Background: an optimization exercise with open tools, aiming at small area and a short achievable clock period. Do not read the settings as production practice.
The RTL was checked by simulation tests, not by an equivalence proof against the original design.
Power is estimated from default activity; no workload was simulated.

==> trial 90 <==
Design limb_link_top, start of the top module:
module limb_link_top
(
    input  logic       ep50trig,
    input  logic       reset_global,
    input  logic       reset_sim,
    input  logic [15:0]  trig,
    input  logic [15:0] rate_word,
    input  logic       pipe_write,
    input  logic [15:0] pipe_data,
    input  logic       spi_in_sck,
    input  logic       spi_in_mosi,
    input  logic       spi_in_ssel,
    output logic            spi_out_sck,
    output logic            spi_out_mosi,
    output logic            spi_out_ssel,
    output logic [31:0]          muscle_len,
    output logic            lce_valid,
    output logic [31:0]          rawfr_ia
);
clock: 5.5 ns
lec_check: 0
abc_area: 1
cap_margin: 20
core_margin: 2
core_utilization: 65
cts_cluster_diameter: 80
cts_cluster_size: 25
setup_slack_margin: 3.0
slew_margin: 20
synth_memory_max_bits: 16384
run.sh (not shown) runs the stock make flow with config.mk's settings and CLKGATE_MAP_FILE= SYNTH_SCRIPT=/design/flow/synth_recipe.tcl, a recipe that flattens the netlist after the stock synthesis.
==> build 22: changes against trial 90 <==
--- a/flow/design.v
+++ b/flow/design.v
@@ -155,34 +155,45 @@
             for (int j = 0; j < NI; j++)
                 ins_en[j] <= ins_go_nxt && ins_j_nxt == 5'(j);
         end
     logic [31:0] head [HK];
     logic [31:0] rq   [RK];
     logic [2:0]  o1;
     logic [8:0]  dsel;
     logic        lt1;
-    logic [4:0]  cap_j;
+    logic [4:0]  cj1;
+    logic [NI-1:0] cap_sel;      
+    logic [31:0] tap;
     logic [2:0]  xo2;
     logic [2:0]  idx2;
     logic        hit2;
     logic        v2;
     logic [31:0] xb;
     logic [2:0]  idx3;
     logic        v3;
     assign o1   = wrap ? ~h7[2:0] : ~r7[2:0];
     assign dsel = wrap ? dnh : dnb;
     assign lt1  = !dsel[8] && ((dsel[7:3] != '0) || (o1 < dsel[2:0]));
+    assign cj1  = wrap ? h7[7:3] : r7[7:3];
+    always_comb
+    begin
+        tap = '0;
+        for (int j = 0; j < NI; j++)
+            if (cap_sel[j])
+                tap = tap | ring[E*j + 1];
+    end
     always_ff @(posedge ep50trig)
     begin
-        cap_j <= wrap ? h7[7:3] : r7[7:3];
+        for (int j = 0; j < NI; j++)
+            cap_sel[j] <= (cj1 == 5'(j));
         xo2   <= o1 - 3'(adv);
         idx2  <= q[2:0];
-        hit2  <= ins_go_nxt && ins_j_nxt == (wrap ? h7[7:3] : r7[7:3]);
-        xb    <= hit2 ? ins_data : ring[E*cap_j + 1];
+        hit2  <= ins_go_nxt && ins_j_nxt == cj1;
+        xb    <= hit2 ? ins_data : tap;
         idx3  <= idx2;
     end
     always_ff @(posedge ep50trig or posedge reset_global)
         if (reset_global)
         begin
             v2 <= 1'b0;
             v3 <= 1'b0;
         end
- TNS_END_PERCENT: default -> 5
==> trial 1: changes against trial 90 <==
--- a/flow/design.v
+++ b/flow/design.v
@@ -72,70 +72,66 @@
     localparam int DEPTH = 256;
     localparam int E     = 8;            
     localparam int NI    = DEPTH / E;    
     localparam int HK    = 4;            
     localparam int RK    = 8;            
     localparam int PK    = 4;            
     logic        have_low;
     logic [15:0] low_half;
-    logic [8:0]  stored_cnt;     
+    logic [8:0]  stored_cnt;
     logic [7:0]  rd_addr;
+    logic [7:0]  ph;
     logic        not_empty;      
     logic        rd_last;        
-    logic [7:0]  q;              
-    logic [7:0]  wxr;            
-    logic [7:0]  r7;             
-    logic [7:0]  h7;             
-    logic [8:0]  dnb;            
-    logic [8:0]  dnh;            
+    logic [8:0]  win_b;          
     logic [31:0] wdata;
     logic        wr;
     logic [7:0]  wa;
     logic        replay_step;
-    logic        wrap;           
-    logic        adv;            
     assign wdata       = {pipe_data, low_half};
     assign wr          = pipe_write && have_low && !stored_cnt[8] && !reset_sim;
     assign wa          = stored_cnt[7:0];
     assign replay_step = sim_tick && not_empty;
-    assign wrap        = replay_step && rd_last;
-    assign adv         = replay_step && !rd_last && (rd_addr[7:2] != '0);
     logic [31:0]   ring [DEPTH];
     logic [NI-1:0] ins_en;
     logic [31:0]   ins_data;
+    logic [31:0]   dins [NI];
+    always_comb
+        for (int j = 0; j < NI; j++)
+            dins[j] = ins_en[j] ? ins_data : ring[E*j + 1];
     always_ff @(posedge ep50trig)
         for (int p = 0; p < DEPTH; p++)
             if (p % E == 0)
-                ring[p] <= ins_en[p / E] ? ins_data : ring[p + 1];
+                ring[p] <= dins[p / E];
             else
                 ring[p] <= ring[(p + 1) % DEPTH];
     logic [PK-1:0] pb_v;
     logic          pb_a2 [PK];
     logic [4:0]    pb_j  [PK];
     logic [31:0]   pb_d  [PK];
+    logic [7:0]  ph2;
     logic [1:0]  i2;
     logic        w_now;
     logic        pb_now;
     logic        wpb;
-    logic        ins_go_nxt;
-    logic [4:0]  ins_j_nxt;
-    assign i2         = q[1:0];
-    assign w_now      = wr && wa >= 8'(HK) && wa[2:0] == q[2:0];
-    assign pb_now     = pb_v[i2] && (pb_a2[i2] == q[2]);
-    assign wpb        = wr && wa >= 8'(HK) && !w_now;
-    assign ins_go_nxt = w_now || pb_now;
-    assign ins_j_nxt  = w_now ? wxr[7:3] : pb_j[i2];
+    logic [7:0]  wx;
+    assign ph2    = ph + 8'd2;
+    assign i2     = ph2[1:0];
+    assign wx     = wa - ph2;
+    assign w_now  = wr && wa >= 8'(HK) && wa[2:0] == ph2[2:0];
+    assign pb_now = pb_v[i2] && (pb_a2[i2] == ph2[2]);
+    assign wpb    = wr && wa >= 8'(HK) && !w_now;
     always_ff @(posedge ep50trig)
     begin
         if (wpb)
         begin
             pb_d[wa[1:0]]  <= wdata;
             pb_a2[wa[1:0]] <= wa[2];
-            pb_j[wa[1:0]]  <= wxr[7:3];
+            pb_j[wa[1:0]]  <= wx[7:3];
         end
         ins_data <= w_now ? wdata : pb_d[i2];
     end
     always_ff @(posedge ep50trig or posedge reset_global)
         if (reset_global)
         begin
             pb_v   <= '0;
             ins_en <= '0;
@@ -148,69 +144,69 @@
         else
         begin
             for (int i = 0; i < PK; i++)
                 if (wpb && wa[1:0] == 2'(i))
                     pb_v[i] <= 1'b1;
                 else if (pb_now && i2 == 2'(i))
                     pb_v[i] <= 1'b0;
             for (int j = 0; j < NI; j++)
-                ins_en[j] <= ins_go_nxt && ins_j_nxt == 5'(j);
+                ins_en[j] <= (w_now && wx[7:3] == 5'(j)) || (pb_now && pb_j[i2] == 5'(j));
         end
     logic [31:0] head [HK];
     logic [31:0] rq   [RK];
-    logic [2:0]  o1;
-    logic [8:0]  dsel;
-    logic        lt1;
+    logic        wrap_now;
+    logic [7:0]  u_b;
+    logic [7:0]  u_h;
+    logic [8:0]  a_b;
+    logic [8:0]  a_h;
+    logic [8:0]  cap_a;
     logic [4:0]  cap_j;
-    logic [2:0]  xo2;
-    logic [2:0]  idx2;
-    logic        hit2;
-    logic        v2;
+    logic [8:0]  xb_a;
+    logic        xb_v;
     logic [31:0] xb;
-    logic [2:0]  idx3;
-    logic        v3;
-    assign o1   = wrap ? ~h7[2:0] : ~r7[2:0];
-    assign dsel = wrap ? dnh : dnb;
-    assign lt1  = !dsel[8] && ((dsel[7:3] != '0) || (o1 < dsel[2:0]));
+    assign wrap_now = replay_step && rd_last;
+    assign u_b      = win_b[7:0] - ph + 8'd5;
+    assign u_h      = 8'(HK + 5) - ph;
+    assign a_b      = win_b + 9'((ph + 8'd2 - win_b[7:0]) & 8'd7);
+    assign a_h      = 9'(HK) + 9'((ph + 8'd2 - 8'(HK)) & 8'd7);
     always_ff @(posedge ep50trig)
     begin
-        cap_j <= wrap ? h7[7:3] : r7[7:3];
-        xo2   <= o1 - 3'(adv);
-        idx2  <= q[2:0];
-        hit2  <= ins_go_nxt && ins_j_nxt == (wrap ? h7[7:3] : r7[7:3]);
-        xb    <= hit2 ? ins_data : ring[E*cap_j + 1];
-        idx3  <= idx2;
+        cap_a <= wrap_now ? a_h : a_b;
+        cap_j <= wrap_now ? u_h[7:3] : u_b[7:3];
+        xb_a  <= cap_a;
+        xb    <= dins[cap_j];
     end
     always_ff @(posedge ep50trig or posedge reset_global)
         if (reset_global)
-        begin
-            v2 <= 1'b0;
-            v3 <= 1'b0;
-        end
+            xb_v <= 1'b0;
         else
-        begin
-            v2 <= lt1 && !reset_sim && !(adv && o1 == '0);
-            v3 <= v2 && !reset_sim && !wrap && !(adv && xo2 == '0);
-        end
+            xb_v <= !reset_sim && (cap_a < stored_cnt);
     logic byp;
-    assign byp = wr && (dnb[8:3] == '0);
+    logic cap_ok;
+    assign byp    = wr && wa >= 8'(HK) && (9'(wa) < win_b + 9'(RK));
+    assign cap_ok = xb_v && (xb_a >= win_b) && (xb_a < win_b + 9'(RK));
     always_ff @(posedge ep50trig)
     begin
         if (wr && wa < 8'(HK))
             head[wa[1:0]] <= wdata;
         for (int k = 0; k < RK; k++)
             if (byp && wa[2:0] == 3'(k))
                 rq[k] <= wdata;
-            else if (v3 && idx3 == 3'(k))
+            else if (cap_ok && xb_a[2:0] == 3'(k))
                 rq[k] <= xb;
     end
     always_ff @(posedge ep50trig)
         if (pipe_write && !have_low)
             low_half <= pipe_data;
+    always_ff @(posedge ep50trig or posedge reset_global)
+        if (reset_global)
+            ph <= '0;
+        else
+            ph <= ph + 8'd1;
     logic [7:0] rd_inc;
     logic       rd2_is_n;
     logic       n_is_1;
     logic       last_nxt;
     logic [7:0] rd_nxt;
     assign rd_inc   = rd_addr + 8'd1;
     assign rd2_is_n = (9'(rd_addr) + 9'd2 == stored_cnt);
     assign n_is_1   = (stored_cnt == 9'd1);
@@ -221,88 +217,52 @@
         if (replay_step)
         begin
             rd_nxt   = rd_last ? 8'd0 : rd_inc;
             last_nxt = rd_last ? (n_is_1 && !wr) : (rd2_is_n && !wr);
         end
         else if (wr)
             last_nxt = !not_empty;
     end
-    localparam logic [8:0] MINUS_HK = 9'(-HK);
-    always_ff @(posedge ep50trig or posedge reset_global)
-    begin
-        if (reset_global)
-        begin
-            q   <= 8'd2;
-            h7  <= 8'(HK + 5);
-        end
-        else
-        begin
-            q   <= q + 8'd1;
-            h7  <= h7 - 8'd1;
-        end
-    end
     always_ff @(posedge ep50trig or posedge reset_global)
     begin
         if (reset_global)
         begin
             have_low   <= 1'b0;
             stored_cnt <= '0;
             not_empty  <= 1'b0;
             rd_addr    <= '0;
             rd_last    <= 1'b0;
-            wxr        <= 8'd254;
-            r7         <= 8'(HK + 5);
-            dnb        <= MINUS_HK;
-            dnh        <= MINUS_HK;
+            win_b      <= 9'(HK);
             lce_valid  <= 1'b0;
             muscle_len <= '0;
         end
         else if (reset_sim)
         begin
             have_low   <= 1'b0;
             stored_cnt <= '0;
             not_empty  <= 1'b0;
             rd_addr    <= '0;
             rd_last    <= 1'b0;
-            wxr        <= ~q;
-            r7         <= h7 - 8'd1;
-            dnb        <= MINUS_HK;
-            dnh        <= MINUS_HK;
+            win_b      <= 9'(HK);
             lce_valid  <= 1'b0;
             muscle_len <= '0;
         end
         else
         begin
             if (pipe_write)
                 have_low <= !have_low;
             if (wr)
             begin
                 stored_cnt <= stored_cnt + 1'b1;
                 not_empty  <= 1'b1;
-                dnh        <= dnh + 1'b1;
             end
-            else
-                wxr <= wxr - 8'd1;
             rd_addr <= rd_nxt;
             rd_last <= last_nxt;
-            if (wrap)
-            begin
-                r7  <= h7 - 8'd1;
-                dnb <= wr ? dnh + 1'b1 : dnh;
-            end
-            else
-            begin
-                if (!adv)
-                    r7 <= r7 - 8'd1;
-                if (wr && !adv)
-                    dnb <= dnb + 1'b1;
-                else if (!wr && adv)
-                    dnb <= dnb - 1'b1;
-            end
+            win_b   <= (rd_nxt < 8'(HK)) ? 9'(HK) : {1'b0, rd_nxt};
             if (replay_step)
             begin
                 muscle_len <= (rd_addr < 8'(HK)) ? head[rd_addr[1:0]] : rq[rd_addr[2:0]];
                 lce_valid  <= 1'b1;
             end
         end
     end
 endmodule
- CORE_UTILIZATION: 65 -> 55
- SETUP_SLACK_MARGIN: 3.0 -> 2.0
==> trial 19: changes against trial 90 <==
--- a/flow/design.v
+++ b/flow/design.v
@@ -155,34 +155,45 @@
             for (int j = 0; j < NI; j++)
                 ins_en[j] <= ins_go_nxt && ins_j_nxt == 5'(j);
         end
     logic [31:0] head [HK];
     logic [31:0] rq   [RK];
     logic [2:0]  o1;
     logic [8:0]  dsel;
     logic        lt1;
-    logic [4:0]  cap_j;
+    logic [4:0]  cj1;
+    logic [NI-1:0] cap_sel;      
+    logic [31:0] tap;
     logic [2:0]  xo2;
     logic [2:0]  idx2;
     logic        hit2;
     logic        v2;
     logic [31:0] xb;
     logic [2:0]  idx3;
     logic        v3;
     assign o1   = wrap ? ~h7[2:0] : ~r7[2:0];
     assign dsel = wrap ? dnh : dnb;
     assign lt1  = !dsel[8] && ((dsel[7:3] != '0) || (o1 < dsel[2:0]));
+    assign cj1  = wrap ? h7[7:3] : r7[7:3];
+    always_comb
+    begin
+        tap = '0;
+        for (int j = 0; j < NI; j++)
+            if (cap_sel[j])
+                tap = tap | ring[E*j + 1];
+    end
     always_ff @(posedge ep50trig)
     begin
-        cap_j <= wrap ? h7[7:3] : r7[7:3];
+        for (int j = 0; j < NI; j++)
+            cap_sel[j] <= (cj1 == 5'(j));
         xo2   <= o1 - 3'(adv);
         idx2  <= q[2:0];
-        hit2  <= ins_go_nxt && ins_j_nxt == (wrap ? h7[7:3] : r7[7:3]);
-        xb    <= hit2 ? ins_data : ring[E*cap_j + 1];
+        hit2  <= ins_go_nxt && ins_j_nxt == cj1;
+        xb    <= hit2 ? ins_data : tap;
         idx3  <= idx2;
     end
     always_ff @(posedge ep50trig or posedge reset_global)
         if (reset_global)
         begin
             v2 <= 1'b0;
             v3 <= 1'b0;
         end
- CORE_UTILIZATION: 65 -> 58
- TNS_END_PERCENT: default -> 5
==> run summary <==
| quantity | trial 1 | trial 90 | build 22 | trial 19 |
|---|---|---|---|---|
| Run status | complete, no violations | complete, no violations | complete, no violations | complete, no violations |
| Worst slew pin tran | 1140 ps | 1160 ps | 1210 ps | 1180 ps |
| Share of synthesized cell area in full adder, half adder and majority cells | 0.459% | 0.247% | 0.230% | 0.230% |
| Simple-gate share of the synthesized area | 7.09% | 5.06% | 4.68% | 4.68% |
| Clock tree cell share of total cell area | 4.56% | 4.39% | 4.54% | 4.57% |
| Worst voltage drop across the vdd grid | 340 uV | 321 uV | 386 uV | 374 uV |
| Synthesized flop and latch total | 9159 | 9188 | 9215 | 9215 |
| Area share of the leading cell type in the synthesized netlist | 73.9% | 73.3% | 73.6% | 73.6% |
| Endpoint of the most critical setup path | waveform_i.xb[19] | waveform_i.xb[17] | waveform_i.xb[17] | waveform_i.xb[9] |
| Pin count of the biggest net entering global routing | 126 | 108 | 128 | 136 |
| Post-Syn Area | 224000 um2 | 226000 um2 | 226000 um2 | 226000 um2 |
| Final design area excluding fillers | 243000 um2 | 248000 um2 | 245000 um2 | 246000 um2 |
| Detailed-router iteration count before antenna repair | 6 | 5 | 6 | 6 |
| Count of placed standard cells in the final layout, fillers left out | 22000 | 21500 | 21100 | 21700 |
| Count of standard-cell rows | 234 | 216 | 216 | 229 |
| Design internal power | 81.2 mW | 81.9 mW | 82.1 mW | 82.3 mW |
| Post-synth net total | 16400 | 16600 | 16300 | 16300 |
| Xor/xnor cell area share of the yosys netlist | 0.190% | 0.196% | 0.194% | 0.194% |
| Flip-flop and latch power | 67.3 mW | 67.8 mW | 68.0 mW | 68.1 mW |
| ANT cells | 9 | 20 | 28 | 16 |
| Reg2reg setup slack | 2020 ps | 2740 ps | 2570 ps | 2690 ps |
| Crit share post-route | 63.3% | 50.2% | 53.2% | 51.2% |
| Power density over the cells | 415 nW/um2 | 413 nW/um2 | 420 nW/um2 | 420 nW/um2 |

## afterwards: timing with drivers on the ports
No port has a modelled driver above. Below, the same layouts with a new extraction and two added sets of constraints. Step 1, drivers: a clkbuf_16 drives ep50trig and a buf_2 each remaining input, both assumed. Step 2 times the ports against the registers' clock, not the clock port: input delays grow and output delays shrink by t, the midpoint of the rising clock arrivals with the driver on. Three values: no drivers, after step 1, after step 2; two values: the first two.
| run | t, ns | setup slack, ns | worst hold slack (ns) | latest minus earliest clock arrival (ns) | worst slew at a driven data input, ns |
|---|---|---|---|---|---|
| trial 90 | 1.085 | 2.737 / 2.639 / 2.102 | 0.310 / 0.310 / 0.310 | 0.059 / 0.059 | 0.09 |
| build 22 | 1.079 | 2.572 / 2.572 / 1.938 | 0.310 / 0.310 / 0.310 | 0.044 / 0.044 | 0.11 |
| trial 1 | 1.096 | 2.021 / 2.021 / 1.117 | 0.304 / 0.304 / 0.304 | 0.055 / 0.056 | 0.28 |
| trial 19 | 1.107 | 2.686 / 2.604 / 1.766 | 0.299 / 0.283 / 0.299 | 0.061 / 0.061 | 0.10 |
After both steps setup and hold are still met in every run listed. For trial 19, which loses most, drivers alone change the setup slack by -0.082 ns; drivers and shift together by -0.920 ns.
